Background: an optimization exercise with open tools, aiming at small area, a short achievable clock period and few clock cycles. Do not read the settings as production practice.
The RTL was checked by simulation tests, not by an equivalence proof against the original design.
Power figures rest on the tool's default switching activity, not on a simulated workload.

Setup of run E:
## data_ram_sweep
module data_ram_sweep #(
  parameter int             A_W       = 7,
  parameter int             D_W       = 16,
  parameter int             LANE_W    = 8,
  parameter logic [D_W-1:0] FILL      = 16'hA5A5
) (
  input  logic                              clk,
  input  logic                              clear,
  input  logic                              enable,
  input  logic                              read_en,
  input  logic                              write_en,
  input  logic [A_W-1:0]                    addr,
  input  logic [D_W-1:0]                    datain,
  input  logic [D_W / LANE_W-1:0]           lane_en,
  input  logic                              scrub_req,
  output logic [D_W-1:0]                    dataout,
  output logic                              rd_valid,
  output logic                              busy,
  output logic                              acc_err
);
For scale: about 4700 cells after synthesis, roughly 0.079 mm² of cells after synthesis.
clock: 4.0 ns
lec_check: 0
cap_margin: 20
core_margin: 2
core_utilization: 40
slew_margin: 20
run.sh (not shown) runs the stock make flow with config.mk's settings and CLKGATE_MAP_FILE= SYNTH_SCRIPT=/design/flow/synth_recipe.tcl, a recipe that flattens the netlist after the stock synthesis.
The flow for run E finished, though final verification flagged negative setup slack.
Testbench counts of run E, summed over its fixed seeds: cycles 21,171.
Input-level comparison between run B and run E:
-- flow/config.mk --
<<< run E, line 11
>>> run B, line 11
export SETUP_SLACK_MARGIN = 1.2
[summary]
Run B went all the way through synthesis, placement and routing and the layout is clean on timing, DRC and antenna. Relative to run E, smallest setup slack after layout has increased by 1.05 ns in run B. Of run E and run B, the run reporting the lower share of power burned in the clock network was run B. Highest net fanout along the worst path was higher in the run labelled run E. Minimum period implied by the final worst setup slack (higher): run E. Looking only at hold slack, and setting everything else aside, the lower value of run E and run B goes to run E. met1 track demand over resource in global routing on run B is down relative to run E. Comparing run E and run B, length of routed met2 wiring is higher on run E. Relative to run E, worst ir drop on vdd has increased by 30% in run B.

---

oak:
The RTL this note starts from:
==> flow/design.v <==
package data_ram_pkg;
  typedef enum logic {
    ST_IDLE  = 1'b0,
    ST_SWEEP = 1'b1
  } state_e;
  function automatic integer lanes_of(input integer d_w, input integer lane_w);
    lanes_of = d_w / lane_w;
  endfunction
endpackage
module dr_and2 #(parameter int W = 1) (
  input  logic [W-1:0] a,
  input  logic [W-1:0] b,
  output logic [W-1:0] y
);
  assign y = a & b;
endmodule
module dr_sel8 (
  input  logic [7:0] d,
  input  logic [7:0] s,
  output logic       y
);
  logic [3:0] n;
  for (genvar p = 0; p < 4; p++) begin : g_p
    assign n[p] = ~((d[2*p] & s[2*p]) | (d[2*p+1] & s[2*p+1]));
  end
  assign y = ~(&n);
endmodule
module dr_nand4 #(parameter int W = 1) (
  input  logic [W-1:0] a, b, c, d,
  output logic [W-1:0] y
);
  assign y = ~(a & b & c & d);
endmodule
module dr_nor4 #(parameter int W = 1) (
  input  logic [W-1:0] a, b, c, d,
  output logic [W-1:0] y
);
  assign y = ~(a | b | c | d);
endmodule
module dr_aoi41 #(parameter int W = 1) (
  input  logic [W-1:0] a, b, c, d,
  input  logic         k,
  output logic [W-1:0] y
);
  assign y = ~((a & b & c & d) | {W{k}});
endmodule
module data_ram_array #(
  parameter int             A_W    = 7,
  parameter int             D_W    = 16,
  parameter int             LANE_W = 8,
  parameter logic [D_W-1:0] FILL   = 16'hA5A5
) (
  input  logic                    clk,
  input  logic                    fill_i,        
  input  logic                    we_i,
  input  logic                    re_i,          
  input  logic                    kill_i,        
  input  logic [D_W/LANE_W-1:0]   lane_mask_i,
  input  logic [A_W-1:0]          addr_i,
  input  logic [D_W-1:0]          wdata_i,
  output logic [D_W-1:0]          rdata_o
);
  localparam int LANES = D_W / LANE_W;
  localparam int WORDS = 2**A_W;
  localparam int LO_W  = 3;
  localparam int HI_W  = A_W - LO_W;
  localparam int NLO   = 2**LO_W;
  localparam int NHI   = 2**HI_W;
  logic [D_W-1:0]       mem_q [WORDS];
  logic [D_W-1:0]       wdata;
  logic [NLO-1:0]       lo;           
  logic [NLO-1:0]       lo_re;        
  logic [NHI-1:0]       hi;           
  logic [LANES*NHI-1:0] hi_we;        
  logic [NLO-1:0]       lo_we;        
  logic [WORDS-1:0]     sel;          
  assign wdata = fill_i ? FILL : wdata_i;
  always_comb begin
    for (int m = 0; m < NLO; m++) begin
      lo[m]    = (addr_i[LO_W-1:0] == LO_W'(m));
      lo_we[m] = fill_i || lo[m];
      lo_re[m] = re_i && lo[m];
    end
    for (int j = 0; j < NHI; j++) begin
      hi[j] = (addr_i[A_W-1:LO_W] == HI_W'(j));
      for (int k = 0; k < LANES; k++)
        hi_we[k*NHI+j] = fill_i || (we_i && lane_mask_i[k] && hi[j]);
    end
  end
  always_ff @(posedge clk) begin
    for (int i = 0; i < WORDS; i++) begin
      for (int k = 0; k < LANES; k++) begin
        if (hi_we[k*NHI+i/NLO] && lo_we[i%NLO]) begin
          mem_q[i][k*LANE_W +: LANE_W] <= wdata[k*LANE_W +: LANE_W];
        end
      end
    end
  end
  logic [D_W-1:0] l2 [WORDS/8];
  logic [D_W-1:0] l3 [WORDS/32];
  for (genvar i = 0; i < WORDS; i++) begin : g_sel
    dr_and2 #(.W(1)) u_sel (.a(hi[i/NLO]), .b(lo_re[i%NLO]), .y(sel[i]));
  end
  for (genvar q = 0; q < WORDS/8; q++) begin : g_l2
    for (genvar b = 0; b < D_W; b++) begin : g_bit
      dr_sel8 u_l2 (
        .d({mem_q[8*q+7][b], mem_q[8*q+6][b], mem_q[8*q+5][b], mem_q[8*q+4][b],
            mem_q[8*q+3][b], mem_q[8*q+2][b], mem_q[8*q+1][b], mem_q[8*q][b]}),
        .s(sel[8*q +: 8]),
        .y(l2[q][b])
      );
    end
  end
  for (genvar r = 0; r < WORDS/32; r++) begin : g_l3
    dr_nor4 #(.W(D_W)) u_l3 (
      .a(l2[4*r]), .b(l2[4*r+1]), .c(l2[4*r+2]), .d(l2[4*r+3]), .y(l3[r])
    );
  end
  dr_aoi41 #(.W(D_W)) u_l4 (
    .a(l3[0]), .b(l3[1]), .c(l3[2]), .d(l3[3]), .k(kill_i), .y(rdata_o)
  );
endmodule
module data_ram_sweep #(
  parameter int             A_W       = 7,
  parameter int             D_W       = 16,
  parameter int             LANE_W    = 8,
  parameter logic [D_W-1:0] FILL      = 16'hA5A5
) (
  input  logic                              clk,
  input  logic                              clear,
  input  logic                              enable,
  input  logic                              read_en,
  input  logic                              write_en,
  input  logic [A_W-1:0]                    addr,
  input  logic [D_W-1:0]                    datain,
  input  logic [D_W / LANE_W-1:0]           lane_en,
  input  logic                              scrub_req,
  output logic [D_W-1:0]                    dataout,
  output logic                              rd_valid,
  output logic                              busy,
  output logic                              acc_err
);
  logic             init_q;       
  logic [D_W-1:0]   dout_q;       
  logic [D_W-1:0]   hold_q;       
  logic             rd_valid_q, acc_err_q;
  logic             rd_ok, wr_ok, fill;
  logic [D_W-1:0]   arr_rdata;
  assign busy  = init_q;
  assign rd_ok = !init_q && enable && read_en;
  assign wr_ok = !init_q && enable && write_en;
  assign fill  = init_q || scrub_req;
  always_ff @(posedge clk or negedge clear) begin
    if (!clear) begin
      init_q     <= 1'b1;
      rd_valid_q <= 1'b0;
      acc_err_q  <= 1'b0;
      dout_q     <= '0;
      hold_q     <= '0;
    end else begin
      init_q     <= 1'b0;
      rd_valid_q <= rd_ok;
      acc_err_q  <= init_q && enable && (read_en || write_en);
      dout_q     <= arr_rdata;
      hold_q     <= rd_ok ? '0 : (rd_valid_q ? dout_q : hold_q);
    end
  end
  data_ram_array #(
    .A_W    (A_W),
    .D_W    (D_W),
    .LANE_W (LANE_W),
    .FILL   (FILL)
  ) u_array (
    .clk         (clk),
    .fill_i      (fill),
    .we_i        (wr_ok),
    .re_i        (enable && read_en),
    .kill_i      (init_q),
    .lane_mask_i (lane_en),
    .addr_i      (addr),
    .wdata_i     (datain),
    .rdata_o     (arr_rdata)
  );
  assign dataout  = dout_q | hold_q;
  assign rd_valid = rd_valid_q;
  assign acc_err  = acc_err_q;
endmodule
Settings: LEC_CHECK=0, CAP_MARGIN=20, CORE_MARGIN=2, CORE_UTILIZATION=40, CTS_CLUSTER_DIAMETER=80, CTS_CLUSTER_SIZE=20, SETUP_SLACK_MARGIN=1.8, SLEW_MARGIN=20, SYNTH_HIERARCHICAL=1, SYNTH_MINIMUM_KEEP_SIZE=0; clock period 4.0 ns.
Testbench counts of oak, summed over its fixed seeds: cycles 21,171.
Modified inputs, pine compared to oak
Settings: changing SETUP_SLACK_MARGIN from 1.8 to 1.6.
Findings:
Diff oak -> pine | maximum vdd drop | decrease of about 0.6%. The layout-stage area growth over the synthesis result in pine sits 7.5 points below the value recorded for oak. Core utilization for pine is lower than for oak. Re slew of the pin with the lowest slew margin: oak and pine aren't equal, and the lower value belongs to oak. Fraction of area in multi-input gates was lower in pine than in oak. pine against oak: cell count of the worst reg-to-reg path down 5, post-route worst setup slack down 71 ps, final standard cell count with taps included and fillers excluded down about 1.9%, wire length down about 6%.
Input-level comparison between birch and pine:
Settings: swapping 1.6 for 1.2 in SETUP_SLACK_MARGIN.
==> comparison <==
birch against pine: total wire length after detailed routing saw a decrease, last weighted congestion value of the routability-driven placer saw a decrease.
[birch] initial antenna violation count rose 5 relative to pine
birch vs pine on final hold slack: birch is the lower one.
Buffer levels on the longest clock path: pine vs birch identical
Relative to pine, register fraction of the total cell area has increased by 1.9 points in birch.
When birch is measured against pine, its setup slack turns out 73 ps lower.

---

Another version of the RTL of data_ram_sweep (not shown whole).
Size in the first run: ~4000 cells after synthesis, roughly 2100 flip-flops, about 50 I/O pins, roughly 77000 sq um of cells after synthesis.
make LEC_CHECK=0 CAP_MARGIN=20 CORE_MARGIN=2 CORE_UTILIZATION=40 CTS_CLUSTER_DIAMETER=80 CTS_CLUSTER_SIZE=20 SETUP_SLACK_MARGIN=1.9 SLEW_MARGIN=20 SYNTH_HIERARCHICAL=1 SYNTH_MINIMUM_KEEP_SIZE=0 finish   # period 4.0 ns
Testbench counts at the start, summed over its fixed seeds: cycles 21,171.
==> next run, changes <==
- CORE_UTILIZATION: 40 -> 50
- SETUP_SLACK_MARGIN: 1.9 -> 1.8
What happened: With this change the flow finished with max-capacitance violations, max-slew violations left; wire length increases by 13%; synthesized cell count does not change; sequential power stays flat; worst setup slack is worse by 670 ps; core utilization increases by 15 points; global-route usage increases by 5.4 points.
==> next run, changes <==
- CORE_UTILIZATION: 50 -> 40
- SETUP_SLACK_MARGIN: 1.8 -> 1.7
- This time the run passed the timing, design-rule and antenna checks
- total power drops by 2.6%
- design area fell by 7.8%
- final cell count goes up by 2.6%
- via count decreases by 7.8%
- wire length falls by 16%
- clock power hardly moves
- sequential power stays flat
- clock-buffer cell count climbs by 17
- clock skew went up by 61 ps
- global-route usage decreases by 6.0 points
==> next run, changes <==
- SETUP_SLACK_MARGIN: 1.7 -> 1.4
What happened: Non-clock buffer count increases by 27. Global-route usage shrinks by 0.29 points. Power is about the same. Clock power stays flat. Routed wire length falls slightly. Via count came out lower slightly. Sequential share of layout area went up by 0.28 points. Area after synthesis is unchanged. Critical path depth rose by 1.

## afterwards: timing with drivers on the ports
No port has a modelled driver above. Below, the same layouts with a new extraction and two added sets of constraints.
Step 1 assumes that a clkbuf_16 drives the clock port and a buf_2 every other input.
Step 2 times the ports against the registers' clock, not the clock port: input delays grow and output delays shrink by t, the midpoint of the rising clock arrivals with the driver on.
a / b / c = no drivers / after step 1 / after step 2; a / b = the first two.
run	shift t [ns]	setup slack, ns	worst setup path at the end	pins driven straight from the clock port
run E	0.988	-0.015 / 0.053 / -0.935	input to register	1
run B	0.968	1.036 / 1.078 / 0.110	input to register	1
oak	0.858	1.288 / 1.317 / 0.459	input to register	1
pine	0.859	1.217 / 1.261 / 0.402	input to register	1
birch	0.859	1.144 / 1.134 / 0.275	input to register	1
the first run of note 3	0.857	1.341 / 1.314 / 0.457	input to register	1
the second run of note 3	0.857	0.667 / 0.680 / -0.176	input to register	1
the third run of note 3	0.857	1.379 / 1.361 / 0.504	input to register	1
the fourth run of note 3	0.854	1.303 / 1.267 / 0.413	input to register	1
For run B, which loses most, drivers alone change the setup slack by +0.042 ns; drivers and shift together by -0.926 ns.
